What follows belongs to an exercise in optimizing a design on an open flow for small area and a short achievable clock period; a production flow would make more cautious choices. Where RTL was checked, it was by simulation tests only, not by an equivalence proof against the original. No activity file was given, so power comes from the tool's default toggle rates.

## systolic_row
module systolic_row (
    input  logic                          i_clk,
    input  logic                          i_rst_n,
    input  logic                          i_approx,        
    input  sa_pkg::pixel_t                i_pixel,         
    input  logic [8*8-1:0]       i_weight,        
    input  logic [8-1:0]              i_clear,         
    output logic [8*(8 + 8 + $clog2(3))-1:0]    o_acc_result,    
    output logic [8-1:0]             o_pass_pixel,    
    output logic [8*8-1:0]       o_pass_weight    
);
    sa_pkg::drum_pair_t    pixel_pair;                     
    sa_pkg::pixel_t        pixel_dec;                      
    sa_pkg::operand_word_u entry_word;
    logic [8:0][8-1:0] operand_chain;             
    drum_encoder u_pixel_enc (
        .i_value (i_pixel),
        .o_pair  (pixel_pair),
        .o_dec   (pixel_dec)
    );
    always_comb begin
        entry_word.plain = i_pixel;
        if (i_approx) begin
            entry_word.pair = pixel_pair;    
        end
    end
    assign operand_chain[0] = entry_word;
    genvar n;
    generate
        for (n = 0; n < 8; n++) begin : g_pe
            if (n == 0) begin : g_first
                mac_pe_first u_mac_pe (
                    .i_clk      (i_clk),
                    .i_rst_n    (i_rst_n),
                    .i_approx   (i_approx),
                    .i_operand  (operand_chain[n]),
                    .i_dec      (pixel_dec),
                    .i_weight   (i_weight[n*8 +: 8]),
                    .i_clear    (i_clear[n]),
                    .o_operand  (operand_chain[n+1]),
                    .o_weight   (o_pass_weight[n*8 +: 8]),
                    .o_acc      (o_acc_result[n*(8 + 8 + $clog2(3)) +: (8 + 8 + $clog2(3))])
                );
            end else begin : g_rest
                mac_pe u_mac_pe (
                    .i_clk      (i_clk),
                    .i_rst_n    (i_rst_n),
                    .i_approx   (i_approx),
                    .i_operand  (operand_chain[n]),
                    .i_weight   (i_weight[n*8 +: 8]),
                    .i_clear    (i_clear[n]),
                    .o_operand  (operand_chain[n+1]),
                    .o_weight   (o_pass_weight[n*8 +: 8]),
  ...
==> flow/config.mk <==
export PLATFORM = sky130hd
export DESIGN_NAME = systolic_row
export DESIGN_NICKNAME = systolic_row
export VERILOG_FILES = /design/flow/design.v
export SDC_FILE = /design/flow/constraint.sdc
export NUM_CORES = 4
export LEC_CHECK = 0
export CAP_MARGIN = 20
export CORE_MARGIN = 2
export CORE_UTILIZATION = 65
export SETUP_SLACK_MARGIN = 3
export SLEW_MARGIN = 20
==> flow/constraint.sdc <==
create_clock -name core_clock -period 10.5 [get_ports {i_clk}]
set_input_delay 2.1000 -clock core_clock [delete_from_list [all_inputs] [get_ports {i_clk}]]
set_output_delay 2.1000 -clock core_clock [all_outputs]
set_load 0.01 [all_outputs]
run.sh (not shown) runs the stock make flow with config.mk's settings and CLKGATE_MAP_FILE= SYNTH_SCRIPT=/design/flow/synth_recipe.tcl, a recipe that flattens the netlist after the stock synthesis.
Edit:
--- a/flow/design.v
+++ b/flow/design.v
@@ -375,24 +375,22 @@
     output sa_pkg::weight_t       o_weight,      
     output sa_pkg::acc_t          o_acc
 );
     sa_pkg::drum_pair_t   w_pair;              
     sa_pkg::weight_t      w_dec;               
     logic [7:0]           b_fac;               
     logic [9:0]           op3;                 
     logic [5:0]           mant3;               
     logic [10:0]          x1;                  
     logic [12:0]          x3;                  
-    logic [3:0]           sel1, sel2, sel3;    
     logic [12:0]          rowv [4];
     logic [15:0]          p_s, p_c;            
-    logic [15:0]          p_gen, p_prp;        
     logic                 p_ovf;               
     logic [15:0]          m_s;
     logic [16:0]          m_c;                 
     logic [16:0]          lo_sum;
     logic [1:0]           hi_base;
     logic [17:0]          acc_sum;
     sa_pkg::acc_t         acc_q;
     logic                 t0;
     logic                 t1;
     logic                 t2;
@@ -498,25 +496,26 @@
     assign t26 = i_operand.pair.mant[3] ^ t25;
     assign t27 = i_operand.pair.mant[3] & t25;
     assign op3   = {t17, t16, t14, t12, t10, t8, t6, t4, t2, t0};
     assign mant3 = {t27, t26, t24, t22, t20, t18};
     assign x1 = i_approx ? {7'b0, i_operand.pair.mant} << i_operand.pair.shamt
                          : {3'b000, i_operand.plain};
     assign x3 = i_approx ? {7'b0, mant3} << i_operand.pair.shamt
                          : {3'b000, op3};
     always_comb begin
         for (int k = 0; k < 4; k++) begin
-            sel1[k] = b_fac[2*k] & ~b_fac[2*k+1];
-            sel2[k] = ~b_fac[2*k] & b_fac[2*k+1];
-            sel3[k] = b_fac[2*k] & b_fac[2*k+1];
-            rowv[k] = ({13{sel1[k]}} & {2'b00, x1}) | ({13{sel2[k]}} & {1'b0, x1, 1'b0})
-                    | ({13{sel3[k]}} & x3);
+            case (b_fac[2*k +: 2])
+                2'd0: rowv[k] = '0;
+                2'd1: rowv[k] = {2'b00, x1};
+                2'd2: rowv[k] = {1'b0, x1, 1'b0};
+                default: rowv[k] = x3;
+            endcase
         end
     end
     assign t28 = rowv[0][6] ^ rowv[1][4];
     assign t29 = rowv[0][6] & rowv[1][4];
     assign t30 = rowv[0][7] ^ rowv[1][5] ^ rowv[2][3];
     assign t31 = (rowv[0][7] & rowv[1][5]) | (rowv[0][7] & rowv[2][3]) | (rowv[1][5] & rowv[2][3]);
     assign t32 = rowv[0][8] ^ rowv[1][6] ^ rowv[2][4];
     assign t33 = (rowv[0][8] & rowv[1][6]) | (rowv[0][8] & rowv[2][4]) | (rowv[1][6] & rowv[2][4]);
     assign t34 = rowv[0][9] ^ rowv[1][7] ^ rowv[2][5];
     assign t35 = (rowv[0][9] & rowv[1][7]) | (rowv[0][9] & rowv[2][5]) | (rowv[1][7] & rowv[2][5]);
@@ -579,28 +578,21 @@
     assign p_s[11] = t59;
     assign p_c[11] = t60;
     assign p_s[12] = t61;
     assign p_c[12] = t62;
     assign p_s[13] = t63;
     assign p_c[13] = t64;
     assign p_s[14] = t66;
     assign p_c[14] = t65;
     assign p_s[15] = t67;
     assign p_c[15] = t68;
-    assign p_gen = p_s & p_c;
-    assign p_prp = p_s | p_c;
-    always_comb begin
-        p_ovf = 1'b0;
-        for (int i = 0; i < 16; i++) begin
-            p_ovf = p_gen[i] | (p_prp[i] & p_ovf);
-        end
-    end
+    assign p_ovf = 17'({1'b0, p_s} + {1'b0, p_c}) >> 16;
     assign m_s = acc_q[15:0] ^ p_s ^ p_c;
     assign m_c = {(acc_q[15:0] & p_s) | (acc_q[15:0] & p_c) | (p_s & p_c), 1'b0};
     assign lo_sum = 17'(m_s) + 17'(m_c[15:0]);
     assign hi_base[0] = acc_q[16] ^ m_c[16] ^ p_ovf;
     assign hi_base[1] = acc_q[17] ^ ((acc_q[16] & m_c[16] & ~p_ovf) | (~acc_q[16] & ~m_c[16] & p_ovf));
     assign acc_sum[15:0] = lo_sum[15:0];
     assign acc_sum[16]   = hi_base[0] ^ lo_sum[16];
     assign acc_sum[17]   = lo_sum[16] ? hi_base[1] ^ hi_base[0] : hi_base[1];
     always_ff @(posedge i_clk or negedge i_rst_n) begin
         if (!i_rst_n) begin
Effect:
- total power grows by 7.1%
- synthesized cell count went up by about 5.3%
- count of clock-buffer cells in the layout decreases by 5
- area after synthesis rises by about 3.4%
- worst hold slack gets worse by 6.5 ps
- final area rises by about 3.7%
- via count came out higher by 4.5%
- final cell count went up by 5.0%
- worst setup slack is better by 12 ps
- sequential cell count stays the same
- die area came out higher by about 3.4%
- routed wire length grows by 6.1%
- global-route usage is higher by 0.48 points
- core utilization came out higher by 0.66 points
For the second run of this note, only the layout was checked, not whether the RTL still works.

## port drivers added, routing unchanged
The results above use ideal ports. As a check the final layouts listed here were re-extracted and re-timed, cells and wires unchanged.
Step 1 assumes that a clkbuf_16 drives the clock port and a buf_2 every other input.
Step 2, shift: input delay + t, output delay - t, t = (earliest + latest rising clock arrival at the registers) / 2. This alone moves slack from input paths to output paths.
a / b / c = ideal ports / drivers / drivers and shift; a / b = the first two.
run	t (ns)	setup slack, ns	worst hold slack (ns)
the first run	0.619	3.126 / 3.129 / 2.510	0.422 / 0.422 / 0.422
the second run	0.629	3.138 / 3.103 / 2.473	0.416 / 0.416 / 0.416
After both steps setup and hold are still met in every run listed. For the second run, which loses most, drivers alone change the setup slack by -0.035 ns; drivers and shift together by -0.665 ns.
